From an optimization exercise on the open Yosys and OpenROAD flow, aimed at a short achievable clock period and few clock cycles; shortcuts taken in it are not production practice. The RTL was checked by simulation tests, not by an equivalence proof against the original design. Power and IR drop assume default switching activity.

<file path="design/flow/run.sh">
#!/bin/bash
# synth_recipe.tcl (not shown) runs the flow's synth.tcl, then flattens the netlist and writes it again
# the make line also repeats each setting of config.mk as NAME=value (left out here)
make -C /OpenROAD-flow-scripts/flow DESIGN_CONFIG=/design/flow/config.mk WORK_HOME=/design/flow/orfs CLKGATE_MAP_FILE= SYNTH_SCRIPT=/design/flow/synth_recipe.tcl finish
</file>
<file path="design/flow/config.mk">
export PLATFORM = sky130hd
export DESIGN_NAME = cpu_top
export DESIGN_NICKNAME = cpu_top
export VERILOG_FILES = /design/flow/design.v
export SDC_FILE = /design/flow/constraint.sdc
export NUM_CORES = 4
export LEC_CHECK = 0
export CAP_MARGIN = 20
export CORE_MARGIN = 2
export CORE_UTILIZATION = 30
export PLACE_DENSITY = 0.35
export SETUP_SLACK_MARGIN = 5
export SLEW_MARGIN = 20
</file>
<file path="design/flow/constraint.sdc">
create_clock -name core_clock -period 8.0 [get_ports {clk}]
set_input_delay 1.6000 -clock core_clock [delete_from_list [all_inputs] [get_ports {clk}]]
set_output_delay 1.6000 -clock core_clock [all_outputs]
set_load 0.01 [all_outputs]
</file>
<file path="design/flow/design.v">
package cpu_pkg;
    typedef logic [31:0] word_t;
    typedef logic [4:0]  reg_addr_t;
    typedef enum logic [4:0] {
        op_rtype = 5'b00000,
        op_j     = 5'b00001,
        op_bne   = 5'b00010,
        op_jal   = 5'b00011,
        op_addi  = 5'b00101,
        op_sw    = 5'b00111,
        op_lw    = 5'b01000
    } opcode_e;
    typedef enum logic [4:0] {
        alu_add = 5'd0,
        alu_sub = 5'd1,
        alu_and = 5'd2,
        alu_or  = 5'd3,
        alu_sll = 5'd4,
        alu_sra = 5'd5
    } alu_op_e;
    localparam int fld_op_hi    = 31;
    localparam int fld_op_lo    = 27;
    localparam int fld_rd_hi    = 26;
    localparam int fld_rd_lo    = 22;
    localparam int fld_rs_hi    = 21;
    localparam int fld_rs_lo    = 17;
    localparam int fld_rt_hi    = 16;
    localparam int fld_rt_lo    = 12;
    localparam int fld_shamt_hi = 11;
    localparam int fld_shamt_lo = 7;
    localparam int fld_alu_hi   = 6;
    localparam int fld_alu_lo   = 2;
    localparam int fld_imm_hi   = 15;
    localparam int fld_tgt_hi   = 26;
    localparam reg_addr_t link_reg = 5'd31;
    typedef struct packed {
        logic is_rtype;
        logic is_addi;
        logic is_lw;
        logic is_sw;
        logic is_bne;
        logic is_jal;
        logic reg_write;
    } ctrl_t;
    typedef struct packed {
        logic  valid;
        word_t pc_plus_1;
        word_t instr;
    } fd_t;
    typedef struct packed {
        logic       valid;
        ctrl_t      ctrl;
        word_t      pc_plus_1;
        reg_addr_t  rd;
        reg_addr_t  rs_num;
        reg_addr_t  reg2_num;
        word_t      rs_val;
        word_t      reg2_val;
        word_t      imm;
        alu_op_e    alu_op;
        logic [4:0] shamt;
    } dx_t;
    typedef struct packed {
        logic      valid;
        ctrl_t     ctrl;
        reg_addr_t rd;
        word_t     result;
        word_t     store_data;
    } xm_t;
    typedef struct packed {
        logic      valid;
        logic      reg_write;
        reg_addr_t dest;
        word_t     wdata;
    } mw_t;
endpackage
`timescale 1ns/100ps
module cpu_top #(
    parameter int IMEM_ADDR_W = 12,
    parameter int DMEM_ADDR_W = 12
) (
    input  logic                   clk,
    input  logic                   reset,
    output logic [IMEM_ADDR_W-1:0] imem_addr,
    input  cpu_pkg::word_t         imem_data,
    output logic                   wb_cyc,
    output logic                   wb_stb,
    output logic                   wb_we,
    output logic [DMEM_ADDR_W-1:0] wb_adr,
    output cpu_pkg::word_t         wb_dat_o,
    input  cpu_pkg::word_t         wb_dat_i,
    input  logic                   wb_ack
);
    localparam int QD = 4;    
    logic [11:0] pc_lo;
    logic [19:0] pc_hi;
    logic [3:0]  adj_imm;
    logic        adj_c;
    logic [63:0] bp;
    logic        fd_valid;
    logic [31:0] fd_instr;
    logic [31:0] fd_pc1;
    logic        fd_pred;     
    logic [5:0]  fd_bidx;     
    logic [31:0] fd_need;     
    logic [4:0]  fd_rs;       
    logic [4:0]  fd_r2;       
    logic [31:0] fd_rs_oh;    
    logic [31:0] fd_r2_oh;
    logic [4:0]  fd_dest;     
    logic        fd_wx;       
    logic        fd_lw;
    logic        fd_sw;
    logic        fd_bne;
    logic        fd_rtype;
    logic        fd_sub;
    logic        fd_arith;
    logic        fd_and;
    logic        fd_or;
    logic        fd_sll;
    logic        fd_sra;
    logic        fd_jal;
    logic        dx_valid;
    logic        dx_wx;
    logic [4:0]  dx_dest;
    logic        dx_mem;
    logic        dx_st;
    logic        dx_ldwb;     
    logic        dx_bne;
    logic        dx_pred;
    logic [5:0]  dx_bidx;
    logic [31:0] dx_rtgt;     
    logic [31:0] dx_a;        
    logic [31:0] dx_b;        
    logic [31:0] dx_bop;      
    logic [31:0] dx_bin;      
    logic [11:0] dx_imm;
    logic        dx_s_arith;
    logic        dx_sub;
    logic        dx_s_and;
    logic        dx_s_or;
    logic        dx_s_sll;
    logic        dx_s_sra;
    logic        dx_s_link;
    logic [4:0]  dx_shamt;
    logic [31:0] dx_pc1;
    logic        xr_we;
    logic [4:0]  xr_dest;
    logic [31:0] xr_val;
    logic        ldr_valid;
    logic [4:0]  ldr_dest;
    logic [31:0] ldr_data;
    logic [31:0] regs [1:31];
    logic [31:0] pending;     
    logic                   bh_valid;
    logic                   bh_we;
    logic [DMEM_ADDR_W-1:0] bh_adr;
    logic [31:0]            bh_dat;
    logic                   bh_ldwb;
    logic [4:0]             bh_dest;
    logic                   q_we   [QD];
    logic [DMEM_ADDR_W-1:0] q_adr  [QD];
    logic [31:0]            q_dat  [QD];
    logic                   q_ldwb [QD];
    logic [4:0]             q_dest [QD];
    logic [1:0]             q_rptr;    
    logic [1:0]             q_wptr;
    logic [2:0]             q_cnt;
    logic                   q_full;    
    logic [19:0] true_hi;
    logic [12:0] f_inc;
    logic [12:0] f_bsum;
    logic [31:0] pc1;
    logic [4:0]  f_op;
    logic        f_jmp;
    logic        f_bne;
    logic        f_pred;
    assign imem_addr = pc_lo;
    assign true_hi   = pc_hi + {{16{adj_imm[3]}}, adj_imm} + {19'd0, adj_c};
    assign pc1       = {true_hi, pc_lo} + 32'd1;
    assign f_op   = imem_data[31:27];
    assign f_jmp  = (f_op == 5'b00001) || (f_op == 5'b00011);
    assign f_bne  = (f_op == 5'b00010);
    assign f_pred = bp[pc_lo[5:0]];
    assign f_inc  = {1'b0, pc_lo} + 13'd1;
    assign f_bsum = {1'b0, pc_lo} + {1'b0, imem_data[11:0]} + 13'd1;
    logic [4:0]  f_rs, f_rt, f_rd, f_rs_n, f_r2_n, f_dest;
    logic [4:0]  f_aluop;
    logic        f_rtype, f_addi, f_lw, f_sw, f_jal;
    logic [31:0] f_need, f_rs_oh, f_r2_oh;
    assign f_rd    = imem_data[26:22];
    assign f_rs    = imem_data[21:17];
    assign f_rt    = imem_data[16:12];
    assign f_aluop = imem_data[6:2];
    assign f_rtype = (f_op == 5'b00000);
    assign f_addi  = (f_op == 5'b00101);
    assign f_lw    = (f_op == 5'b01000);
    assign f_sw    = (f_op == 5'b00111);
    assign f_jal   = (f_op == 5'b00011);
    assign f_rs_n = (f_rtype | f_addi | f_lw | f_sw | f_bne) ? f_rs : 5'd0;
    assign f_r2_n = f_rtype ? f_rt : (f_sw | f_bne) ? f_rd : 5'd0;
    assign f_dest = f_jal ? 5'd31 : (f_rtype | f_addi | f_lw) ? f_rd : 5'd0;
    always_comb begin
        f_rs_oh = '0;
        f_rs_oh[f_rs_n] = 1'b1;
        f_rs_oh[0] = 1'b0;
        f_r2_oh = '0;
        f_r2_oh[f_r2_n] = 1'b1;
        f_r2_oh[0] = 1'b0;
        f_need = f_rs_oh | f_r2_oh;
        f_need[f_dest] = 1'b1;
        f_need[0] = 1'b0;
    end
    logic [31:0] d_rf_rs, d_rf_r2, d_rs_val, d_r2_val;
    logic        d_stall;
    logic        d_fwd_a, d_fwd_b;
    logic [31:0] d_imm;
    always_comb begin
        d_rf_rs = '0;
        d_rf_r2 = '0;
        for (int i = 1; i < 32; i++) begin
            d_rf_rs = d_rf_rs | (regs[i] & {32{fd_rs_oh[i]}});
            d_rf_r2 = d_rf_r2 | (regs[i] & {32{fd_r2_oh[i]}});
        end
    end
    assign d_rs_val = (xr_we && xr_dest == fd_rs) ? xr_val
                    : (ldr_valid && ldr_dest == fd_rs) ? ldr_data : d_rf_rs;
    assign d_r2_val = (xr_we && xr_dest == fd_r2) ? xr_val
                    : (ldr_valid && ldr_dest == fd_r2) ? ldr_data : d_rf_r2;
    assign d_fwd_a = dx_valid && dx_wx && (dx_dest == fd_rs);
    assign d_fwd_b = dx_valid && dx_wx && (dx_dest == fd_r2);
    assign d_stall = fd_valid && |(pending & fd_need);
    assign d_imm = {{16{fd_instr[15]}}, fd_instr[15:0]};
    logic [32:0] x_sum33;
    logic [31:0] x_sum, x_res;
    logic [DMEM_ADDR_W-1:0] x_adr;
    logic        x_stall;
    logic        x_fire;
    logic        x_taken;
    logic        redirect;
    logic        d_adv;
    assign x_sum33 = {dx_a, 1'b1} + {dx_bin, dx_sub};
    assign x_sum   = x_sum33[32:1];
    assign x_res = ({32{dx_s_arith}} & x_sum)
                 | ({32{dx_s_and}}   & (dx_a & dx_bop))
                 | ({32{dx_s_or}}    & (dx_a | dx_bop))
                 | ({32{dx_s_sll}}   & (dx_a << dx_shamt))
                 | ({32{dx_s_sra}}   & 32'($signed(dx_a) >>> dx_shamt))
                 | ({32{dx_s_link}}  & dx_pc1);
    assign x_adr = dx_a[DMEM_ADDR_W-1:0] + dx_imm[DMEM_ADDR_W-1:0];
    assign x_stall  = dx_valid && dx_mem && q_full;
    assign x_fire   = dx_valid && !x_stall;
    assign x_taken  = (dx_a != dx_b);
    assign redirect = dx_valid && dx_bne && (x_taken != dx_pred);
    assign d_adv    = !redirect && !x_stall && !d_stall;
    logic ack;
    logic head_free;
    logic q_empty;
    logic enq;
    logic enq_q;
    logic pop;
    assign ack       = wb_ack && bh_valid;
    assign head_free = !bh_valid || ack;
    assign q_empty   = (q_cnt == '0);
    assign enq       = x_fire && dx_mem;
    assign pop       = head_free && !q_empty;
    assign enq_q     = enq && !(head_free && q_empty);
    assign wb_cyc   = bh_valid;
    assign wb_stb   = bh_valid;
    assign wb_we    = bh_we;
    assign wb_adr   = bh_adr;
    assign wb_dat_o = bh_dat;
    always_ff @(posedge clk) begin
        if (reset) begin
            bh_valid <= 1'b0;
            q_rptr   <= '0;
            q_wptr   <= '0;
            q_cnt    <= '0;
            q_full   <= 1'b0;
        end else begin
            if (head_free) begin
                if (!q_empty) begin
                    bh_valid <= 1'b1;
                    bh_we    <= q_we[q_rptr];
                    bh_adr   <= q_adr[q_rptr];
                    bh_dat   <= q_dat[q_rptr];
                    bh_ldwb  <= q_ldwb[q_rptr];
                    bh_dest  <= q_dest[q_rptr];
                end else begin
                    bh_valid <= enq;
                    bh_we    <= dx_st;
                    bh_adr   <= x_adr;
                    bh_dat   <= dx_b;
                    bh_ldwb  <= dx_ldwb;
                    bh_dest  <= dx_dest;
                end
            end
            if (pop) q_rptr <= q_rptr + 1'b1;
            if (enq_q) q_wptr <= q_wptr + 1'b1;
            q_cnt  <= q_cnt + {2'b0, enq_q} - {2'b0, pop};
            q_full <= (q_cnt + {2'b0, enq_q} - {2'b0, pop}) == 3'(QD);
        end
    end
    always_ff @(posedge clk) begin
        if (enq_q) begin
            q_we[q_wptr]   <= dx_st;
            q_adr[q_wptr]  <= x_adr;
            q_dat[q_wptr]  <= dx_b;
            q_ldwb[q_wptr] <= dx_ldwb;
            q_dest[q_wptr] <= dx_dest;
        end
    end
    always_ff @(posedge clk) begin
        if (reset)
            ldr_valid <= 1'b0;
        else
            ldr_valid <= ack && bh_ldwb && !bh_we;
        ldr_dest <= bh_dest;
        ldr_data <= wb_dat_i;
    end
    always_ff @(posedge clk) begin
        if (reset) begin
            for (int i = 1; i < 32; i++) regs[i] <= '0;
        end else begin
            for (int i = 1; i < 32; i++) begin
                if (xr_we && xr_dest == 5'(i))
                    regs[i] <= xr_val;
                else if (ldr_valid && ldr_dest == 5'(i))
                    regs[i] <= ldr_data;
            end
        end
    end
    always_ff @(posedge clk) begin
        if (reset) begin
            pending <= '0;
        end else begin
            for (int i = 1; i < 32; i++) begin
                if (d_adv && fd_valid && fd_lw && fd_dest == 5'(i))
                    pending[i] <= 1'b1;
                else if (ack && bh_ldwb && bh_dest == 5'(i))
                    pending[i] <= 1'b0;
            end
            pending[0] <= 1'b0;
        end
    end
    always_ff @(posedge clk) begin
        if (reset)
            bp <= '1;
        else if (dx_valid && dx_bne)
            bp[dx_bidx] <= x_taken;
    end
    always_ff @(posedge clk) begin
        if (!x_stall && !d_stall) begin
            fd_instr <= imem_data;
            fd_pc1   <= pc1;
            fd_pred  <= f_pred;
            fd_bidx  <= pc_lo[5:0];
            fd_need  <= f_need;
            fd_rs    <= f_rs_n;
            fd_r2    <= f_r2_n;
            fd_rs_oh <= f_rs_oh;
            fd_r2_oh <= f_r2_oh;
            fd_dest  <= f_dest;
            fd_wx    <= (f_rtype | f_addi | f_jal) && (f_dest != 5'd0);
            fd_lw    <= f_lw;
            fd_sw    <= f_sw;
            fd_bne   <= f_bne;
            fd_rtype <= f_rtype;
            fd_sub   <= f_rtype && (f_aluop == 5'd1);
            fd_arith <= (f_rtype && (f_aluop == 5'd0 || f_aluop == 5'd1)) || f_addi || f_lw || f_sw;
            fd_and   <= f_rtype && (f_aluop == 5'd2);
            fd_or    <= f_rtype && (f_aluop == 5'd3);
            fd_sll   <= f_rtype && (f_aluop == 5'd4);
            fd_sra   <= f_rtype && (f_aluop == 5'd5);
            fd_jal   <= f_jal;
        end
    end
    always_ff @(posedge clk) begin
        if (reset) begin
            pc_lo    <= '0;
            pc_hi    <= '0;
            adj_imm  <= '0;
            adj_c    <= 1'b0;
            fd_valid <= 1'b0;
        end else if (redirect) begin
            pc_lo    <= dx_rtgt[11:0];
            pc_hi    <= dx_rtgt[31:12];
            adj_imm  <= '0;
            adj_c    <= 1'b0;
            fd_valid <= 1'b0;
        end else if (!x_stall && !d_stall) begin
            fd_valid <= 1'b1;
            if (f_jmp) begin
                pc_lo   <= imem_data[11:0];
                pc_hi   <= {5'b0, imem_data[26:12]};
                adj_imm <= '0;
                adj_c   <= 1'b0;
            end else if (f_bne && f_pred) begin
                pc_lo   <= f_bsum[11:0];
                pc_hi   <= true_hi;
                adj_imm <= imem_data[15:12];
                adj_c   <= f_bsum[12];
            end else begin
                pc_lo   <= f_inc[11:0];
                pc_hi   <= true_hi;
                adj_imm <= '0;
                adj_c   <= f_inc[12];
            end
        end
    end
    always_ff @(posedge clk) begin
        if (reset)
            dx_valid <= 1'b0;
        else if (redirect || (!x_stall && d_stall))
            dx_valid <= 1'b0;
        else if (!x_stall)
            dx_valid <= fd_valid;
    end
    logic [31:0] d_b_fwd;
    assign d_b_fwd = d_fwd_b ? x_res : d_r2_val;
    always_ff @(posedge clk) begin
        if (!x_stall) begin
            dx_wx      <= fd_wx;
            dx_dest    <= fd_dest;
            dx_mem     <= fd_lw | fd_sw;
            dx_st      <= fd_sw;
            dx_ldwb    <= fd_lw && (fd_dest != 5'd0);
            dx_bne     <= fd_bne;
            dx_pred    <= fd_pred;
            dx_bidx    <= fd_bidx;
            dx_rtgt    <= fd_pred ? fd_pc1 : fd_pc1 + d_imm;
            dx_a       <= d_fwd_a ? x_res : d_rs_val;
            dx_b       <= d_b_fwd;
            dx_bop     <= fd_rtype ? d_b_fwd : d_imm;
            dx_bin     <= fd_rtype ? (fd_sub ? ~d_b_fwd : d_b_fwd) : d_imm;
            dx_imm     <= fd_instr[11:0];
            dx_s_arith <= fd_arith;
            dx_sub     <= fd_sub;
            dx_s_and   <= fd_and;
            dx_s_or    <= fd_or;
            dx_s_sll   <= fd_sll;
            dx_s_sra   <= fd_sra;
            dx_s_link  <= fd_jal;
            dx_shamt   <= fd_instr[11:7];
            dx_pc1     <= fd_pc1;
        end
    end
    always_ff @(posedge clk) begin
        if (reset)
            xr_we <= 1'b0;
        else
            xr_we <= x_fire && dx_wx;
        xr_dest <= dx_dest;
        xr_val  <= x_res;
    end
endmodule
</file>
==> results.sh, run 1 <==
export IMPL_synth_top_family_by_area="compound AO/OA/AOI/OAI gates"
export IMPL_worstPathMaxFanout=32
export IMPL_ant_nets=0
export IMPL_cts_buffers=237
export IMPL_route_detailed_drc=0
export IMPL_netlist_instances=10224
export IMPL_intPower_w=0.0178
export IMPL_critical_path_slowest_cell="a211oi_4"
export IMPL_fin_tns_setup_ns=0
export IMPL_endpoint_kind="register"
export IMPL_seq_area_frac_synth_pct=44.0
export IMPL_run_status="timing/DRC/antenna clean"
export IMPL_io_buffers=125
export IMPL_irDropWorstVdd_mv=0.219
export IMPL_cap_violations=0
export IMPL_skew_ns=0.0901
export IMPL_regArea_um2=44100
export IMPL_switching_power_w=0.00699
export IMPL_hp_class="register to register"
export IMPL_insertion_delay_ns=1.03
export IMPL_io_pins=126
export IMPL_die_h_um=582
export IMPL_synthXorXnorAreaFrac_pct=1.82
export IMPL_synth_compound_area_share_pct=22.3
export IMPL_initial_core_util_pct=30.1
export IMPL_tightestPinTransition_ns=1.21
export IMPL_detail_route_wl_per_cell_um=42.7
export IMPL_die_width_um=582
export IMPL_rows=212
export IMPL_finalSetupViolations=0
export IMPL_synth_top_area_share_pct=24.2
export IMPL_gr_total_overflow=0
export IMPL_grt_pass1_vias=90690
export IMPL_area_growth_pct=25.0
export IMPL_synth_avg_cell_area_um2=9.80
export IMPL_cts_htree_levels=4
export IMPL_hold_depth=0
export IMPL_fillers=32596
export IMPL_setup_ws_ns=4.60
export IMPL_path_cells="buf_12, a22o_1, a221oi_1, nand4_1, nor3_4, nor3_1, a211oi_4, a31oi_4, xnor2_1, a21oi_1"
export IMPL_slew_headroom_pct=19.1
export IMPL_power_w=0.0247
export IMPL_clkSinkCount=1871
export IMPL_syn_nets=10422
export IMPL_ctsHoldBuffers=0
export IMPL_p_seq_share_pct=42.0
export IMPL_firstDrtPassIters=10
export IMPL_maxSlewViolCount=0
export IMPL_synth_warnings=2
export IMPL_totalWireLength_um=639000
export IMPL_cp_arrival_ns=4.08
export IMPL_clkPwrFrac_pct=45.9
export IMPL_nNetsFinal=10532
export IMPL_crit_type="register to register"
export IMPL_fin_crit_sh_pct=42.5
export IMPL_core_um2=333000
export IMPL_ys_flop_type="dfxtp_1"
export IMPL_vias=97319
export IMPL_pwr_share_comb_pct=12.1
export IMPL_p_leak_nw=48.6
export IMPL_powerDensity_nw_per_um2=198
export IMPL_required_ns=8.68
export IMPL_gp_congestion=0.901
export IMPL_grt_pass1_wl_um=839000
export IMPL_die_area_um2=339000
export IMPL_synth_async_reset_ratio_pct=0
export IMPL_ctsRootBufferMaster="clkbuf_16"
export IMPL_synth_cell_types=96
export IMPL_hold_viol=0
export IMPL_final_layout_size_suffix_gt1_share_pct=21.7
export IMPL_clk_pin_slew_ns=0.06
export IMPL_cp_top_family="compound AO/OA/AOI/OAI gates"
export IMPL_r2r_cells=10
export IMPL_synth_area_mux_share_pct=13.8
export IMPL_vias_per_cell=6.51
export IMPL_final_min_clock_period_ns=3.40
export IMPL_tritoncts="done"
export IMPL_yosys_top_cells_area="dfxtp_1 (24%), edfxtp_1 (20%), mux2i_1 (10%)"
export IMPL_cp_num_cells=10
export IMPL_grt_max_degree=147
export IMPL_antenna_found_initial=59
export IMPL_swShare_pct=28.2
export IMPL_synth_seq_cells=1871
export IMPL_synthesis_area_um2=100000
export IMPL_pre_cts_ws_ns=2.43
export IMPL_hpwl_um=358000
export IMPL_synthAdderAreaFrac_pct=1.69
export IMPL_rsz0062_at_grt="true"
export IMPL_startpoint_type="register"
export IMPL_path_buf_inv=1
export IMPL_holdWs_ns=0.415
export IMPL_synth_edf_count=658
export IMPL_yosys_area_share_simple_pct=11.5
export IMPL_grt_use_total_pct=36.0
export IMPL_cpPeakStageDelay_ns=0.61
export IMPL_fmax_ghz=0.294
export IMPL_drt_iter0_markers=15088
export IMPL_synth_top_area_cell="dfxtp_1"
export IMPL_multi_input_area_um2=56700
export IMPL_clock_path_buffers=4
## cell families (layout without fill, tap and decap cells)
| group | Yosys count | in the layout |
|---|---|---|
| buf+inv | 1232 | 1536 |
| flops | 1871 | 1871 |
| other cells | 0 | 36 |
| compound gates | 2929 | 2929 |
| fa+ha+maj | 131 | 131 |
| mux | 1205 | 1205 |
| xor+xnor | 208 | 208 |
| simple gates | 2648 | 2654 |
## placed cells by master (no fill, tap or decap), types with 44 or more instances in the layout
master / n
nor2_2: 49
a211oi_1: 1012
buf_2: 45
o21ai_0: 127
nand4_1: 173
nand2_1: 485
nor3_1: 63
nor2_4: 70
a21oi_2: 52
clkbuf_16: 254
edfxtp_1: 658
a222oi_1: 89
a22oi_1: 190
nor2_1: 1250
inv_1: 84
clkbuf_1: 78
a221oi_1: 342
o211ai_1: 48
ha_1: 88
mux4_2: 139
nand3_1: 88
or3_1: 52
a21oi_1: 151
a22o_1: 364
a21o_1: 77
clkdlybuf4s50_1: 44
a221o_1: 52
buf_4: 527
dfxtp_1: 1184
buf_12: 93
xor2_1: 59
buf_6: 195
mux2i_1: 1010
xnor2_1: 115
## cell type report
cell class | count | share of cell area (%)
diodes | 36 | 0.0719
clock buffers | 365 | 5.60
clock inverters | 74 | 0.717
inverters | 105 | 0.361
multi-input cells | 7127 | 45.3
flip-flops and latches | 1871 | 35.2
well taps | 4387 | 4.38
repair buffers | 988 | 8.33
repair inverters | 4 | 0.0270
## power groups by stage
| stage | Combinational, W | Sequential (W) | Clock [W] |
|---|---|---|---|
| global placement | 0.00246 | 0.0106 | 0 |
| floorplan | 0.00147 | 0.0104 | 0 |
| CTS | 0.00276 | 0.0104 | 0.0115 |
| detailed placement | 0.00246 | 0.0106 | 0 |
| global route | 0.00316 | 0.0104 | 0.0118 |
| finish | 0.00300 | 0.0104 | 0.0113 |
## path summary, 6_finish.rpt
kind | endpoint | slack (ns) | start
worst min-delay path | dx_s_sra$_DFFE_PN_ | 0.42 | fd_sra$_DFFE_PP_
worst max register to register | dx_bin[28]$_DFFE_PN_ | 4.60 | fd_r2_oh[3]$_DFFE_PP_
worst min register to register | dx_s_sra$_DFFE_PN_ | 0.42 | fd_sra$_DFFE_PP_
worst max-delay path | dx_bin[28]$_DFFE_PN_ | 4.60 | fd_r2_oh[3]$_DFFE_PP_
## through the flow
step | util (%) | cell area [µm²] | instances
2_1_floorplan | - | 101000 | 10224
3_3_place_gp | 32.0 | 107000 | 13945
3_5_place_dp | 32.0 | 107000 | 13948
4_1_cts | 36.7 | 122000 | 14787
5_1_grt | 37.6 | 125000 | 14929
6_report | 37.6 | 125000 | 14957
## synthesized netlist by cell type (36+ instances only)
master	number
dfxtp_1	1213
o211ai_1	48
nand2b_1	46
or3_1	62
edfxtp_1	658
a22oi_1	192
xnor2_1	142
a211oi_1	1047
a22o_1	367
nand3_1	104
mux4_2	131
a222oi_1	89
clkbuf_1	911
a221oi_1	371
a21oi_1	231
nand2_1	574
inv_1	100
ha_1	124
xor2_1	66
buf_1	138
a221o_1	55
mux2i_1	1030
nor3_1	125
a21o_1	78
nand4_1	173
and3_1	42
nor2_1	1369
mux2_2	36
o21ai_0	204
## registers in the layout, summed over array words and instances, names as in the netlist, 20 cells and up, named ones only
signal and cells:
q_dest 20, fd_rs_oh 31, ldr_data 32, q_dat 128
xr_val 32, pc_hi 20, dx_bop 32, bp 64
pending 31, fd_need 31, dx_a 32, dx_bin 32
q_adr 48, fd_pc1 32, dx_b 32, bh_dat 32
dx_rtgt 32, fd_r2_oh 31, regs 992, dx_pc1 32
## layer usage
| metal | wire length (µm) | global-route usage, % | part of all wire (%) | up-vias |
|---|---|---|---|---|
| met3 | 67600 | 9.73 | 11 | 1699 |
| met1 | 269000 | 49.4 | 42 | 49492 |
| met5 | 341 | 0.213 | 0.053 | - |
| met2 | 263000 | 51.2 | 41 | 6649 |
| li1 | - | - | - | 39443 |
| met4 | 38600 | 18.6 | 6.0 | 36 |
## timing repair
item | in CTS | in global routing
buffers inserted | 367 | 125
pin swaps | 255 | 226
setup endpoints to repair | 1434 | 809
gates resized for setup | 1209 | 434
gates cloned | 33 | 9
Testbench counts, summed over its fixed seeds: cycles 40,489.
==> inputs of run 2 (changes only) <==
--- a/design/flow/design.v
+++ b/design/flow/design.v
@@ -100,5 +100,6 @@
     logic        fd_valid;
     logic [31:0] fd_instr;
-    logic [31:0] fd_pc1;
+    logic [31:0] fd_pc;       
+    logic [31:0] fd_immp1;    
     logic        fd_pred;     
     logic [5:0]  fd_bidx;     
@@ -132,4 +133,5 @@
     logic [31:0] dx_rtgt;     
     logic [31:0] dx_a;        
+    logic [DMEM_ADDR_W-1:0] dx_ab;    
     logic [31:0] dx_b;        
     logic [31:0] dx_bop;      
@@ -159,4 +161,5 @@
     logic                   bh_ldwb;
     logic [4:0]             bh_dest;
+    logic [31:0]            bh_dest_oh;    
     logic                   q_we   [QD];
     logic [DMEM_ADDR_W-1:0] q_adr  [QD];
@@ -171,5 +174,4 @@
     logic [12:0] f_inc;
     logic [12:0] f_bsum;
-    logic [31:0] pc1;
     logic [4:0]  f_op;
     logic        f_jmp;
@@ -178,5 +180,4 @@
     assign imem_addr = pc_lo;
     assign true_hi   = pc_hi + {{16{adj_imm[3]}}, adj_imm} + {19'd0, adj_c};
-    assign pc1       = {true_hi, pc_lo} + 32'd1;
     assign f_op   = imem_data[31:27];
     assign f_jmp  = (f_op == 5'b00001) || (f_op == 5'b00011);
@@ -224,11 +225,20 @@
         end
     end
+    logic        ack_ld;
+    assign ack_ld = wb_ack && bh_valid && bh_ldwb;
     assign d_rs_val = (xr_we && xr_dest == fd_rs) ? xr_val
-                    : (ldr_valid && ldr_dest == fd_rs) ? ldr_data : d_rf_rs;
+                    : (ldr_valid && ldr_dest == fd_rs) ? ldr_data
+                    : (ack_ld && bh_dest == fd_rs) ? wb_dat_i : d_rf_rs;
     assign d_r2_val = (xr_we && xr_dest == fd_r2) ? xr_val
-                    : (ldr_valid && ldr_dest == fd_r2) ? ldr_data : d_rf_r2;
+                    : (ldr_valid && ldr_dest == fd_r2) ? ldr_data
+                    : (ack_ld && bh_dest == fd_r2) ? wb_dat_i : d_rf_r2;
     assign d_fwd_a = dx_valid && dx_wx && (dx_dest == fd_rs);
     assign d_fwd_b = dx_valid && dx_wx && (dx_dest == fd_r2);
-    assign d_stall = fd_valid && |(pending & fd_need);
+    logic [31:0] d_blk;
+    logic        d_blk_any, d_blk_other;
+    assign d_blk       = pending & fd_need;
+    assign d_blk_any   = |d_blk;
+    assign d_blk_other = |(d_blk & ~bh_dest_oh);
+    assign d_stall     = fd_valid && (ack_ld ? d_blk_other : d_blk_any);
     assign d_imm = {{16{fd_instr[15]}}, fd_instr[15:0]};
     logic [32:0] x_sum33;
@@ -248,5 +258,5 @@
                  | ({32{dx_s_sra}}   & 32'($signed(dx_a) >>> dx_shamt))
                  | ({32{dx_s_link}}  & dx_pc1);
-    assign x_adr = dx_a[DMEM_ADDR_W-1:0] + dx_imm[DMEM_ADDR_W-1:0];
+    assign x_adr = dx_ab + dx_imm[DMEM_ADDR_W-1:0];
     assign x_stall  = dx_valid && dx_mem && q_full;
     assign x_fire   = dx_valid && !x_stall;
@@ -279,19 +289,14 @@
             q_full   <= 1'b0;
         end else begin
+            bh_valid <= (bh_valid && !ack) || !q_empty || enq;
             if (head_free) begin
                 if (!q_empty) begin
-                    bh_valid <= 1'b1;
-                    bh_we    <= q_we[q_rptr];
-                    bh_adr   <= q_adr[q_rptr];
-                    bh_dat   <= q_dat[q_rptr];
                     bh_ldwb  <= q_ldwb[q_rptr];
                     bh_dest  <= q_dest[q_rptr];
+                    bh_dest_oh <= 32'd1 << q_dest[q_rptr];
                 end else begin
-                    bh_valid <= enq;
-                    bh_we    <= dx_st;
-                    bh_adr   <= x_adr;
-                    bh_dat   <= dx_b;
                     bh_ldwb  <= dx_ldwb;
                     bh_dest  <= dx_dest;
+                    bh_dest_oh <= 32'd1 << dx_dest;
                 end
             end
@@ -302,4 +307,15 @@
         end
     end
+    logic bh_keep, bh_from_q, bh_from_x;
+    assign bh_keep   = bh_valid && !ack;
+    assign bh_from_q = !bh_keep && !q_empty;
+    assign bh_from_x = !bh_keep && q_empty;
+    always_ff @(posedge clk) begin
+        bh_we  <= (bh_keep & bh_we) | (bh_from_q & q_we[q_rptr]) | (bh_from_x & dx_st);
+        bh_adr <= ({DMEM_ADDR_W{bh_keep}} & bh_adr) | ({DMEM_ADDR_W{bh_from_q}} & q_adr[q_rptr])
+                | ({DMEM_ADDR_W{bh_from_x}} & x_adr);
+        bh_dat <= ({32{bh_keep}} & bh_dat) | ({32{bh_from_q}} & q_dat[q_rptr])
+                | ({32{bh_from_x}} & dx_b);
+    end
     always_ff @(posedge clk) begin
         if (enq_q) begin
@@ -353,5 +369,6 @@
         if (!x_stall && !d_stall) begin
             fd_instr <= imem_data;
-            fd_pc1   <= pc1;
+            fd_pc    <= {true_hi, pc_lo};
+            fd_immp1 <= {{16{imem_data[15]}}, imem_data[15:0]} + 32'd1;
             fd_pred  <= f_pred;
             fd_bidx  <= pc_lo[5:0];
@@ -429,22 +446,25 @@
             dx_pred    <= fd_pred;
             dx_bidx    <= fd_bidx;
-            dx_rtgt    <= fd_pred ? fd_pc1 : fd_pc1 + d_imm;
-            dx_a       <= d_fwd_a ? x_res : d_rs_val;
+            dx_rtgt    <= fd_pred ? fd_pc + 32'd1 : fd_pc + fd_immp1;
+            dx_ab      <= d_fwd_a ? x_res[DMEM_ADDR_W-1:0] : d_rs_val[DMEM_ADDR_W-1:0];
             dx_b       <= d_b_fwd;
-            dx_bop     <= fd_rtype ? d_b_fwd : d_imm;
-            dx_bin     <= fd_rtype ? (fd_sub ? ~d_b_fwd : d_b_fwd) : d_imm;
             dx_imm     <= fd_instr[11:0];
-            dx_s_arith <= fd_arith;
-            dx_sub     <= fd_sub;
-            dx_s_and   <= fd_and;
-            dx_s_or    <= fd_or;
-            dx_s_sll   <= fd_sll;
-            dx_s_sra   <= fd_sra;
-            dx_s_link  <= fd_jal;
-            dx_shamt   <= fd_instr[11:7];
-            dx_pc1     <= fd_pc1;
         end
     end
     always_ff @(posedge clk) begin
+        dx_a       <= d_fwd_a ? x_res : d_rs_val;
+        dx_bop     <= fd_rtype ? d_b_fwd : d_imm;
+        dx_bin     <= fd_rtype ? (fd_sub ? ~d_b_fwd : d_b_fwd) : d_imm;
+        dx_s_arith <= fd_arith;
+        dx_sub     <= fd_sub;
+        dx_s_and   <= fd_and;
+        dx_s_or    <= fd_or;
+        dx_s_sll   <= fd_sll;
+        dx_s_sra   <= fd_sra;
+        dx_s_link  <= fd_jal;
+        dx_shamt   <= fd_instr[11:7];
+        dx_pc1     <= fd_pc + 32'd1;
+    end
+    always_ff @(posedge clk) begin
         if (reset)
             xr_we <= 1'b0;
==> results.sh, run 2 <==
export IMPL_multi_input_area_um2=58600
export IMPL_synth_top_area_cell="dfxtp_1"
export IMPL_powerDensity_nw_per_um2=228
export IMPL_clkSinkCount=1930
export IMPL_vias=100615
export IMPL_synth_seq_cells=1930
export IMPL_gr_total_overflow=0
export IMPL_die_width_um=587
export IMPL_final_cell_mix="nor2_1 (1444), dfxtp_1 (1281), a211oi_1 (1043)"
export IMPL_reg_top3="regs: 992 flops, q_dat: 128 flops, bp: 64 flops"
export IMPL_irDropWorstVdd_mv=0.180
export IMPL_die_area_um2=345000
export IMPL_postLayoutCoreUtil_pct=37.9
export IMPL_worstPathMaxFanout=16
export IMPL_endpoint_kind="register"
export IMPL_io_pins=126
export IMPL_grt_pass1_wl_um=870000
export IMPL_ff2ff_setup_slack_ns=4.54
export IMPL_finalSetupViolations=0
export IMPL_detail_route_wl_per_cell_um=42.6
export IMPL_vias_per_cell=6.46
export IMPL_ys_flop_type="dfxtp_1"
export IMPL_fillers=33219
export IMPL_hold_viol=0
export IMPL_fin_crit_sh_pct=43.3
export IMPL_synth_warnings=2
export IMPL_grt_pass1_vias=92402
export IMPL_required_ns=8.84
export IMPL_hold_start="fd_and$_DFFE_PP_"
export IMPL_rows=214
export IMPL_syn_nets=10875
export IMPL_cap_violations=0
export IMPL_final_min_clock_period_ns=3.46
export IMPL_clk_pin_slew_ns=0.06
export IMPL_firstDrtPassIters=9
export IMPL_startpoint_type="register"
export IMPL_area_growth_pct=26.0
export IMPL_cts_htree_levels=4
export IMPL_crit_type="register to register"
export IMPL_synthesis_area_um2=102000
export IMPL_run_status="timing/DRC/antenna clean"
export IMPL_synth_async_reset_ratio_pct=0
export IMPL_io_buffers=125
export IMPL_hp_class="register to register"
export IMPL_r2r_cells=9
export IMPL_route_detailed_drc=0
export IMPL_synth_cell_types=91
export IMPL_insertion_delay_ns=1.01
export IMPL_synth_top_area_share_pct=27.4
export IMPL_holdWs_ns=0.327
export IMPL_initial_core_util_pct=30.1
export IMPL_pre_cts_ws_ns=2.54
export IMPL_die_h_um=587
export IMPL_cp_arrival_ns=4.30
export IMPL_seq_area_frac_synth_pct=43.1
export IMPL_rr_endpoint="dx_bin[28]$_DFF_P_"
export IMPL_cts_buffers=240
export IMPL_ctsHoldBuffers=0
export IMPL_gp_congestion=0.915
export IMPL_holdPathEnd="dx_s_and$_DFF_P_"
export IMPL_grt_max_degree=187
export IMPL_rr_startpoint="fd_r2_oh[20]$_DFFE_PP_"
export IMPL_largest_register="regs"
export IMPL_hpwl_um=380000
export IMPL_yosys_top_cells_count="nor2_1 (1537), dfxtp_1 (1398), a211oi_1 (1069)"
export IMPL_antenna_found_initial=57
export IMPL_slew_headroom_pct=13.9
export IMPL_netlist_instances=10675
export IMPL_yosys_top_cells_area="dfxtp_1 (27%), edfxtp_1 (16%), mux2i_1 (10%)"
export IMPL_rsz0062_at_grt="true"
export IMPL_final_layout_size_suffix_gt1_share_pct=22.0
export IMPL_setup_ws_ns=4.54
export IMPL_skew_ns=0.0644
export IMPL_core_um2=339000
export IMPL_tightestPinTransition_ns=1.29
export IMPL_drt_iter0_markers=15538
export IMPL_regArea_um2=44200
export IMPL_ant_nets=0
export IMPL_p_leak_nw=50.1
export IMPL_tritoncts="done"
export IMPL_fmax_ghz=0.289
export IMPL_maxSlewViolCount=0
export IMPL_ctsRootBufferMaster="clkbuf_16"
export IMPL_hold_depth=0
export IMPL_synth_avg_cell_area_um2=9.56
export IMPL_clock_path_buffers=4
export IMPL_synth_edf_count=532
export IMPL_grt_use_total_pct=36.6
export IMPL_layout_commonest_cell="nor2_1"
export IMPL_nNetsFinal=11009
export IMPL_fin_tns_setup_ns=0
export IMPL_cp_startpoint="fd_r2_oh[20]$_DFFE_PP_"
export IMPL_yosysMostFrequentCell="nor2_1"
export IMPL_totalWireLength_um=664000
export IMPL_largest_reg_flops=992
[run 2: changes by cell type in the layout (fill, tap and decap cells not counted), moves of 39 or more]
cell,previous run,this run
nor2_1,1250,1444
edfxtp_1,658,532
dfxtp_1,1184,1281
a221oi_1,342,265
a221oi_2,29,89
dfxtp_2,13,68
buf_2,45,0
a31oi_1,12,51
[run 2: worst max path at each step]
stage | to | cells after the start
2_1_floorplan | fd_need[18]$_DFFE_PP_ | 13
3_3_place_gp | fd_need[22]$_DFFE_PP_ | 11
3_5_place_dp | fd_need[23]$_DFFE_PP_ | 11
4_1_cts | dx_bin[25]$_DFF_P_ | 15
5_1_grt | dx_bin[28]$_DFF_P_ | 9
6_report | dx_bin[28]$_DFF_P_ | 9
[run 2: logic make-up after synthesis]
logic type	count (synthesis)	share of synthesized area, %
buffers and inverters	1266	4.75
and+or+nand+nor	2888	12.4
DFF	1930	43.1
AOI/OAI and AO/OA	3007	22.4
muxes	1235	13.9
adders and majority gates	133	1.68
xor gates and xnor gates	216	1.85
[run 2: final cells by class]
type                    instances  share of cell area (%)
multi-input cells            7485                    45.6
clock inverters                88                   0.627
repair buffers               1028                    9.04
well taps                    4536                    4.41
diodes                         33                  0.0642
inverters                     122                   0.388
repair inverters                2                 0.00973
clock buffers                 358                    5.50
flip-flops and latches       1930                    34.4
[run 2: per-stage QoR]
| stage | std cells | total power [W] | instance area, µm² |
|---|---|---|---|
| CTS | 15382 | 0.0288 | 125000 |
| global route | 15554 | 0.0299 | 128000 |
| global placement | 14520 | 0.0166 | 108000 |
| finish | 15582 | 0.0293 | 129000 |
| floorplan | 10675 | 0.0138 | 103000 |
| detailed placement | 14521 | 0.0166 | 108000 |
[run 2: report_power, final]
part,total (W),internal [W],switching (W)
logic,0.00652,0.00221,0.00432
clock network,0.0113,0.00645,0.00489
registers,0.0114,0.0107,0.000773
[run 2: layer usage]
| layer | part of all wire (%) | GRT usage, % | up-vias |
|---|---|---|---|
| li1 | - | - | 40993 |
| met1 | 43 | 50.8 | 51077 |
| met2 | 40 | 51.5 | 6812 |
| met3 | 11 | 9.92 | 1695 |
| met4 | 6.3 | 18.9 | 38 |
| met5 | 0.086 | 0.471 | - |
[run 2: timing repair]
action	4_1_cts	5_1_grt
pin swaps	255	294
hold endpoints to repair	0	0
resized for setup	1322	495
setup endpoints to repair	1486	923
cloned	41	9
setup buffers	374	156
[run 2: worst max-delay path, stage by stage (launching register included)]
cell	delay, ns
edfxtp_1	0.44
buf_12	0.21
a22o_1	0.27
a221oi_2	0.22
nand4_1	0.68
nor3_2	0.45
or3_4	0.19
a311oi_4	0.12
or3_1	0.42
a31o_1	0.23
Testbench counts of run 2, summed over its fixed seeds: cycles 39,814.
==> inputs of run 3 (changes only) <==
--- a/design/flow/design.v
+++ b/design/flow/design.v
@@ -101,5 +101,4 @@
     logic [31:0] fd_instr;
     logic [31:0] fd_pc;       
-    logic [31:0] fd_immp1;    
     logic        fd_pred;     
     logic [5:0]  fd_bidx;     
@@ -131,5 +130,8 @@
     logic        dx_pred;
     logic [5:0]  dx_bidx;
-    logic [31:0] dx_rtgt;     
+    logic [11:0] dx_rlo;
+    logic [19:0] dx_rhi;
+    logic [3:0]  dx_radj;
+    logic        dx_rc;
     logic [31:0] dx_a;        
     logic [DMEM_ADDR_W-1:0] dx_ab;    
@@ -210,6 +212,4 @@
         f_r2_oh[0] = 1'b0;
         f_need = f_rs_oh | f_r2_oh;
-        f_need[f_dest] = 1'b1;
-        f_need[0] = 1'b0;
     end
     logic [31:0] d_rf_rs, d_rf_r2, d_rs_val, d_r2_val;
@@ -264,4 +264,9 @@
     assign redirect = dx_valid && dx_bne && (x_taken != dx_pred);
     assign d_adv    = !redirect && !x_stall && !d_stall;
+    logic d_kill;
+    assign d_kill = d_adv && fd_valid && (fd_wx || fd_lw) && pending[fd_dest];
+    function automatic logic killed(input logic [4:0] n);
+        killed = d_kill && (n == fd_dest);
+    endfunction
     logic ack;
     logic head_free;
@@ -292,12 +297,14 @@
             if (head_free) begin
                 if (!q_empty) begin
-                    bh_ldwb  <= q_ldwb[q_rptr];
+                    bh_ldwb  <= q_ldwb[q_rptr] && !killed(q_dest[q_rptr]);
                     bh_dest  <= q_dest[q_rptr];
                     bh_dest_oh <= 32'd1 << q_dest[q_rptr];
                 end else begin
-                    bh_ldwb  <= dx_ldwb;
+                    bh_ldwb  <= dx_ldwb && !killed(dx_dest);
                     bh_dest  <= dx_dest;
                     bh_dest_oh <= 32'd1 << dx_dest;
                 end
+            end else if (killed(bh_dest)) begin
+                bh_ldwb  <= 1'b0;
             end
             if (pop) q_rptr <= q_rptr + 1'b1;
@@ -323,7 +330,12 @@
             q_adr[q_wptr]  <= x_adr;
             q_dat[q_wptr]  <= dx_b;
-            q_ldwb[q_wptr] <= dx_ldwb;
             q_dest[q_wptr] <= dx_dest;
         end
+        for (int i = 0; i < QD; i++) begin
+            if (enq_q && q_wptr == 2'(i))
+                q_ldwb[i] <= dx_ldwb && !killed(dx_dest);
+            else if (killed(q_dest[i]))
+                q_ldwb[i] <= 1'b0;
+        end
     end
     always_ff @(posedge clk) begin
@@ -354,4 +366,6 @@
                 if (d_adv && fd_valid && fd_lw && fd_dest == 5'(i))
                     pending[i] <= 1'b1;
+                else if (d_adv && fd_valid && fd_wx && fd_dest == 5'(i))
+                    pending[i] <= 1'b0;
                 else if (ack && bh_ldwb && bh_dest == 5'(i))
                     pending[i] <= 1'b0;
@@ -370,5 +384,4 @@
             fd_instr <= imem_data;
             fd_pc    <= {true_hi, pc_lo};
-            fd_immp1 <= {{16{imem_data[15]}}, imem_data[15:0]} + 32'd1;
             fd_pred  <= f_pred;
             fd_bidx  <= pc_lo[5:0];
@@ -401,8 +414,8 @@
             fd_valid <= 1'b0;
         end else if (redirect) begin
-            pc_lo    <= dx_rtgt[11:0];
-            pc_hi    <= dx_rtgt[31:12];
-            adj_imm  <= '0;
-            adj_c    <= 1'b0;
+            pc_lo    <= dx_rlo;
+            pc_hi    <= dx_rhi;
+            adj_imm  <= dx_radj;
+            adj_c    <= dx_rc;
             fd_valid <= 1'b0;
         end else if (!x_stall && !d_stall) begin
@@ -434,4 +447,6 @@
             dx_valid <= fd_valid;
     end
+    logic [12:0] d_rsum;
+    assign d_rsum = {1'b0, fd_pc[11:0]} + (fd_pred ? 13'd0 : {1'b0, fd_instr[11:0]}) + 13'd1;
     logic [31:0] d_b_fwd;
     assign d_b_fwd = d_fwd_b ? x_res : d_r2_val;
@@ -446,5 +461,7 @@
             dx_pred    <= fd_pred;
             dx_bidx    <= fd_bidx;
-            dx_rtgt    <= fd_pred ? fd_pc + 32'd1 : fd_pc + fd_immp1;
+            {dx_rc, dx_rlo} <= d_rsum;
+            dx_rhi     <= fd_pc[31:12];
+            dx_radj    <= fd_pred ? 4'd0 : fd_instr[15:12];
             dx_ab      <= d_fwd_a ? x_res[DMEM_ADDR_W-1:0] : d_rs_val[DMEM_ADDR_W-1:0];
             dx_b       <= d_b_fwd;
==> results.sh, run 3 <==
export IMPL_cap_violations=0
export IMPL_crit_type="register to register"
export IMPL_largest_register="regs"
export IMPL_fin_tns_setup_ns=0
export IMPL_switching_power_w=0.00937
export IMPL_die_h_um=584
export IMPL_layout_commonest_cell="nor2_1"
export IMPL_top_layer="met5"
export IMPL_synth_cell_types=92
export IMPL_irDropWorstVdd_mv=0.214
export IMPL_pwr_share_comb_pct=20.9
export IMPL_vias=99414
export IMPL_area_growth_pct=25.7
export IMPL_firstDrtPassIters=10
export IMPL_postLayoutCoreUtil_pct=37.8
export IMPL_nNetsFinal=10833
export IMPL_rows=213
export IMPL_rr_endpoint="dx_bin[7]$_DFF_P_"
export IMPL_endpoint_kind="register"
export IMPL_tightestPinTransition_ns=1.20
export IMPL_powerDensity_nw_per_um2=223
export IMPL_synth_top_area_share_pct=27.7
export IMPL_cts_buffers=241
export IMPL_run_status="timing/DRC/antenna clean"
export IMPL_skew_ns=0.0500
export IMPL_route_detailed_drc=0
export IMPL_reg_top3="regs: 992 flops, q_dat: 128 flops, bp: 64 flops"
export IMPL_drt_iter0_markers=15612
export IMPL_gp_congestion=0.943
export IMPL_grt_pass1_vias=91243
export IMPL_r2r_cells=12
export IMPL_seq_area_frac_synth_pct=43.2
export IMPL_hold_start="fd_and$_DFFE_PP_"
export IMPL_synth_top_area_cell="dfxtp_1"
export IMPL_clock_path_buffers=4
export IMPL_ctsRootBufferMaster="clkbuf_16"
export IMPL_hold_depth=0
export IMPL_clkSinkCount=1918
export IMPL_met3_length_um=73800
export IMPL_worstPathMaxFanout=4
export IMPL_clkPwrFrac_pct=39.5
export IMPL_met1Wirelength_um=279000
export IMPL_synth_avg_cell_area_um2=9.60
export IMPL_syn_nets=10690
export IMPL_final_min_clock_period_ns=3.69
export IMPL_fin_crit_sh_pct=46.2
export IMPL_ctsHoldBuffers=0
export IMPL_slew_headroom_pct=20.1
export IMPL_grt_max_degree=187
export IMPL_yosys_top_cells_count="nor2_1 (1468), dfxtp_1 (1398), mux2i_1 (1059)"
export IMPL_clk_pin_slew_ns=0.06
export IMPL_insertion_delay_ns=0.99
export IMPL_ant_nets=0
export IMPL_yosysMostFrequentCell="nor2_1"
export IMPL_totalWireLength_um=660000
export IMPL_io_buffers=125
export IMPL_die_width_um=584
export IMPL_rsz0062_at_grt="true"
export IMPL_hp_class="register to register"
export IMPL_synth_async_reset_ratio_pct=0
export IMPL_initial_core_util_pct=30.1
export IMPL_netlist_instances=10510
export IMPL_pre_cts_ws_ns=2.57
export IMPL_swShare_pct=33.0
export IMPL_die_area_um2=341000
export IMPL_grt_pass1_wl_um=857000
export IMPL_intPower_w=0.0190
export IMPL_yosys_top_cells_area="dfxtp_1 (28%), edfxtp_1 (15%), mux2i_1 (11%)"
export IMPL_grt_use_total_pct=36.7
export IMPL_core_um2=336000
export IMPL_hpwl_um=382000
export IMPL_synth_warnings=3
export IMPL_cp_arrival_ns=4.55
export IMPL_synth_edf_count=520
export IMPL_setup_ws_ns=4.31
export IMPL_rr_startpoint="fd_r2_oh[30]$_DFFE_PP_"
export IMPL_tritoncts="done"
export IMPL_p_seq_share_pct=39.6
export IMPL_finalSetupViolations=0
export IMPL_gr_total_overflow=0
export IMPL_p_leak_nw=49.7
export IMPL_holdPathEnd="dx_s_and$_DFF_P_"
export IMPL_fmax_ghz=0.271
export IMPL_hold_viol=0
export IMPL_synth_seq_cells=1918
export IMPL_vias_per_cell=6.49
export IMPL_met2_length_um=264000
export IMPL_antenna_found_initial=68
export IMPL_ys_flop_type="dfxtp_1"
export IMPL_startpoint_type="register"
export IMPL_synthesis_area_um2=101000
export IMPL_maxSlewViolCount=0
export IMPL_final_cell_mix="nor2_1 (1413), dfxtp_1 (1302), mux2i_1 (1039)"
export IMPL_io_pins=126
export IMPL_holdWs_ns=0.341
export IMPL_final_layout_size_suffix_gt1_share_pct=21.5
export IMPL_detail_route_wl_per_cell_um=43.1
export IMPL_ff2ff_setup_slack_ns=4.31
export IMPL_largest_reg_flops=992
export IMPL_cts_htree_levels=4
export IMPL_fillers=32891
export IMPL_required_ns=8.85
-- run 3: changes by cell type after synthesis, sizes merged, moves of 34 or more --
cell and change:
nor2 -69, xor2 +55, or3 -51, a211oi -43
a22oi +43, a31oi +34, inv -34, xnor2 -34
-- run 3: cell type report --
cell class              count  area [µm²]  share of cell area, %
diodes                     49         123                 0.0966
multi-input cells        7351       57100                   45.0
flip-flops and latches   1918       43800                   34.5
clock inverters            88         732                  0.577
well taps                4407        5510                   4.35
repair buffers           1051       12200                   9.60
inverters                  90         410                  0.323
clock buffers             356        7060                   5.56
-- run 3: layer usage --
| layer | vias up | global-route usage [%] |
|---|---|---|
| met4 | 27 | 19.7 |
| met5 | - | 0.168 |
| met3 | 1752 | 10.4 |
| met2 | 6953 | 51.2 |
| met1 | 50289 | 50.8 |
| li1 | 40393 | - |
-- run 3: worst max path at each step --
stage                                       from                     to  cells after the start
final                     fd_r2_oh[30]$_DFFE_PP_      dx_bin[7]$_DFF_P_                     12
after global routing       fd_r2_oh[6]$_DFFE_PP_     dx_bop[23]$_DFF_P_                     12
after CTS                 fd_r2_oh[30]$_DFFE_PP_      dx_bin[5]$_DFF_P_                     11
after detailed placement           imem_data[31]   fd_need[8]$_DFFE_PP_                     11
after global placement             imem_data[31]   fd_need[8]$_DFFE_PP_                     11
after floorplan                           wb_ack  bh_ldwb$_SDFFCE_PP0P_                     10
-- run 3: what timing repair did --
item | 4_1_cts | 5_1_grt
cloned | 28 | 18
pin swaps | 181 | 225
resized for setup | 1270 | 537
buffers inserted | 356 | 170
setup endpoints to repair | 1616 | 1011
-- run 3: worst max-delay path: stages (launching register included) --
cell and delay [ns]:
edfxtp_1 0.47, buf_12 0.18, buf_16 0.14, buf_4 0.13
buf_8 0.13, a222oi_1 0.28, nand4_1 0.69, or3_1 0.59
o211ai_1 0.17, a31oi_4 0.16, mux2i_2 0.24, xnor2_1 0.09
mux2_2 0.28
-- run 3: cells by family (layout without fill, tap and decap cells) --
family / after synthesis / after routing / share of synthesized area [%]
AOI/OAI and AO/OA: 2966 / 2966 / 22.1
xor gates and xnor gates: 237 / 237 / 2.06
adders and majority gates: 113 / 113 / 1.45
buffers and inverters: 1247 / 1585 / 4.77
DFF: 1918 / 1918 / 43.2
muxes: 1276 / 1276 / 14.6
other: 0 / 49 / 0
and+or+nand+nor: 2753 / 2759 / 11.8
-- run 3: through the flow --
stage	cell area, µm²	power, W	std cells
CTS	123000	0.0279	15072
floorplan	101000	0.0135	10510
detailed placement	107000	0.0160	14244
global placement	107000	0.0160	14243
finish	127000	0.0284	15310
global route	127000	0.0290	15294
-- run 3: power by group through the flow --
| stage | registers, W | clock network (W) | logic (W) |
|---|---|---|---|
| finish | 0.0112 | 0.0112 | 0.00592 |
| global route | 0.0113 | 0.0117 | 0.00607 |
| CTS | 0.0112 | 0.0113 | 0.00535 |
| detailed placement | 0.0114 | 0 | 0.00453 |
| global placement | 0.0114 | 0 | 0.00451 |
| floorplan | 0.0110 | 0 | 0.00250 |
Testbench counts of run 3, summed over its fixed seeds: cycles 39,438.
==> inputs of run 4 (changes only) <==
--- a/design/flow/design.v
+++ b/design/flow/design.v
@@ -185,5 +185,6 @@
     assign f_jmp  = (f_op == 5'b00001) || (f_op == 5'b00011);
     assign f_bne  = (f_op == 5'b00010);
-    assign f_pred = bp[pc_lo[5:0]];
+    assign f_pred = (imem_data[21:17] != imem_data[26:22])
+                 && (imem_data[15] || bp[pc_lo[5:0]]);
     assign f_inc  = {1'b0, pc_lo} + 13'd1;
     assign f_bsum = {1'b0, pc_lo} + {1'b0, imem_data[11:0]} + 13'd1;
==> results.sh, run 4 <==
export IMPL_grt_use_total_pct=37.5
export IMPL_slew_headroom_pct=16.4
export IMPL_cts_buffers=238
export IMPL_rsz0062_at_grt="true"
export IMPL_io_buffers=125
export IMPL_synth_async_reset_ratio_pct=0
export IMPL_worstPathMaxFanout=21
export IMPL_largest_reg_flops=992
export IMPL_io_pins=126
export IMPL_largest_register="regs"
export IMPL_cap_violations=0
export IMPL_hp_class="register to register"
export IMPL_rr_endpoint="dx_bin[9]$_DFF_P_"
export IMPL_crit_type="register to register"
export IMPL_grt_max_degree=196
export IMPL_layout_commonest_cell="nor2_1"
export IMPL_run_status="timing/DRC/antenna clean"
export IMPL_fin_area_um2=127000
export IMPL_area_growth_pct=26.3
export IMPL_synth_avg_cell_area_um2=9.62
export IMPL_vias=100129
export IMPL_fin_tns_setup_ns=0
export IMPL_place_inst=14188
export IMPL_grt_pass1_vias=91624
export IMPL_clock_path_buffers=4
export IMPL_antenna_found_initial=49
export IMPL_clkSinkCount=1918
export IMPL_skew_ns=0.0488
export IMPL_tritoncts="done"
export IMPL_rr_startpoint="fd_r2_oh[24]$_DFFE_PP_"
export IMPL_synth_top_area_share_pct=27.7
export IMPL_maxSlewViolCount=0
export IMPL_yosysMostFrequentCell="nor2_1"
export IMPL_cp_startpoint="fd_r2_oh[24]$_DFFE_PP_"
export IMPL_synth_edf_count=520
export IMPL_final_layout_size_suffix_gt1_share_pct=22.3
export IMPL_hold_viol=0
export IMPL_postLayoutCoreUtil_pct=38.1
export IMPL_initial_core_util_pct=30.2
export IMPL_gr_total_overflow=0
export IMPL_reg_top3="regs: 992 flops, q_dat: 128 flops, bp: 64 flops"
export IMPL_fmax_ghz=0.282
export IMPL_insertion_delay_ns=0.98
export IMPL_ctsRootBufferMaster="clkbuf_16"
export IMPL_ff2ff_setup_slack_ns=4.46
export IMPL_rows=212
export IMPL_route_detailed_drc=0
export IMPL_netlist_instances=10484
export IMPL_die_area_um2=341000
export IMPL_nNetsFinal=10836
export IMPL_ant_nets=0
export IMPL_p_leak_nw=49.8
export IMPL_final_cell_mix="nor2_1 (1366), dfxtp_1 (1293), mux2i_1 (1069)"
export IMPL_die_h_um=584
export IMPL_ys_flop_type="dfxtp_1"
export IMPL_seq_area_frac_synth_pct=43.2
export IMPL_synth_seq_cells=1918
export IMPL_grt_pass1_wl_um=871000
export IMPL_place_area_um2=107000
export IMPL_fin_crit_sh_pct=44.3
export IMPL_endpoint_kind="register"
export IMPL_required_ns=8.85
export IMPL_gp_congestion=0.931
export IMPL_vias_per_cell=6.55
export IMPL_stdcell_count=15281
export IMPL_synth_warnings=3
export IMPL_firstDrtPassIters=10
export IMPL_final_min_clock_period_ns=3.54
export IMPL_cp_arrival_ns=4.40
export IMPL_die_width_um=584
export IMPL_cts_htree_levels=4
export IMPL_syn_nets=10664
export IMPL_synth_cell_types=84
export IMPL_irDropWorstVdd_mv=0.194
export IMPL_startpoint_type="register"
export IMPL_drt_iter0_markers=16090
export IMPL_detail_route_wl_per_cell_um=43.9
export IMPL_clk_pin_slew_ns=0.06
export IMPL_crit_end="dx_bin[9]$_DFF_P_"
export IMPL_r2r_cells=10
export IMPL_synthesis_area_um2=101000
export IMPL_core_um2=334000
export IMPL_tightestPinTransition_ns=1.25
export IMPL_totalWireLength_um=671000
export IMPL_hpwl_um=385000
export IMPL_synth_top_area_cell="dfxtp_1"
export IMPL_yosys_top_cells_count="nor2_1 (1416), dfxtp_1 (1398), mux2i_1 (1086)"
export IMPL_powerDensity_nw_per_um2=225
export IMPL_finalSetupViolations=0
export IMPL_yosys_top_cells_area="dfxtp_1 (28%), edfxtp_1 (15%), mux2i_1 (11%)"
run 4: changes by cell type after synthesis, sizes merged, moves of 16 or more:
cell / delta
nor2: -52
nand2: -38
inv: +18
mux2: -16
nor3: +46
o21ai: +38
a31oi: -64
mux2i: +25
run 4: critical path: stages, from the launching register on:
cell	delay, ns
edfxtp_1	0.41
buf_12	0.24
a22o_1	0.29
a221oi_2	0.27
nand4_1	0.56
or3_1	0.55
o211ai_1	0.12
a31oi_2	0.18
mux2_4	0.32
xor2_1	0.14
mux2_4	0.29
run 4: what timing repair did:
item | 4_1_cts | 5_1_grt
endpoints found under the hold margin | 0 | 0
setup buffers | 416 | 136
hold buffers | 0 | 0
pin swaps | 262 | 312
resized for setup | 1313 | 547
setup endpoints to repair | 1522 | 958
cloned | 40 | 22
run 4: area by class of cell:
cell class | count | area (µm²)
Fill cell | 32699 | 207000
Clock buffer | 345 | 6890
Tap cell | 4387 | 5490
Timing Repair Buffer | 1060 | 12300
Sequential cell | 1918 | 43800
Inverter | 107 | 438
Multi-Input combinational cell | 7331 | 57400
Antenna cell | 40 | 100
Clock inverter | 93 | 927
run 4: how the worst min path moves through the flow:
stage,start,endpoint,slack [ns],cells after the start
finish,fd_and$_DFFE_PP_,dx_s_and$_DFF_P_,0.34,0
global route,fd_and$_DFFE_PP_,dx_s_and$_DFF_P_,0.35,0
CTS,fd_jal$_DFFE_PP_,dx_s_link$_DFF_P_,0.34,0
detailed placement,fd_jal$_DFFE_PP_,dx_s_link$_DFF_P_,0.33,0
global placement,fd_jal$_DFFE_PP_,dx_s_link$_DFF_P_,0.33,0
floorplan,fd_and$_DFFE_PP_,dx_s_and$_DFF_P_,0.32,0
run 4: where the power goes:
group	total [W]	switching (W)	internal [W]
logic	0.00610	0.00398	0.00211
registers	0.0112	0.000682	0.0106
clock network	0.0113	0.00484	0.00645
total	0.0286	0.00951	0.0191
run 4: cell families after synthesis:
kind of cell    count (synthesis)  synth area share [%]
flops                        1918                  43.2
mux                          1284                  14.6
fa+ha+maj                     113                  1.45
buf+inv                      1253                  4.79
xor+xnor                      233                  2.02
compound gates               2968                  22.2
simple gates                 2715                  11.8
run 4: layer usage:
| metal | part of all wire [%] | GRT usage (%) | vias to the layer above |
|---|---|---|---|
| li1 | - | - | 40371 |
| met1 | 43 | 51.7 | 51020 |
| met2 | 40 | 51.7 | 6985 |
| met3 | 11 | 11.0 | 1723 |
| met4 | 6.6 | 20.8 | 30 |
| met5 | 0.071 | 0 | - |
run 4: per-stage QoR:
stage | setup slack [ns] | hold slack [ns] | total power [W]
6_report | 4.46 | 0.343 | 0.0286
2_1_floorplan | 4.11 | 0.323 | 0.0135
3_3_place_gp | 2.64 | 0.326 | 0.0160
4_1_cts | 4.50 | 0.345 | 0.0282
3_5_place_dp | 2.58 | 0.329 | 0.0160
5_1_grt | 4.47 | 0.346 | 0.0293
Testbench counts of run 4, summed over its fixed seeds: cycles 39,273.

==> static timing again, ports no longer ideal <==
No port has a modelled driver above. Below, the same layouts with a new extraction and two added sets of constraints. Step 1, drivers: a clkbuf_16 drives clk and a buf_2 each remaining input, both assumed. Step 2 times the ports against the registers' clock, not the clock port: input delays grow and output delays shrink by t, the midpoint of the rising clock arrivals with the driver on. Slacks: no drivers / after step 1 / after step 2; pairs: no drivers / after step 1.
run | shift t [ns] | setup WS [ns] | worst setup path after step 2 | worst register clock-pin slew, ns | cell pins on the clock port's net
run 1 | 1.082 | 4.601 / 4.576 / 3.623 | input to register | 0.07 / 0.07 | 1
run 2 | 1.086 | 4.537 / 4.537 / 3.697 | input to register | 0.07 / 0.07 | 1
run 3 | 1.075 | 4.308 / 4.308 / 3.858 | input to register | 0.07 / 0.07 | 1
run 4 | 1.062 | 4.456 / 4.456 / 3.732 | input to register | 0.07 / 0.07 | 1
After both steps every run listed still meets setup and hold. For run 1, which loses most, drivers alone change the setup slack by -0.025 ns; drivers and shift together by -0.978 ns.
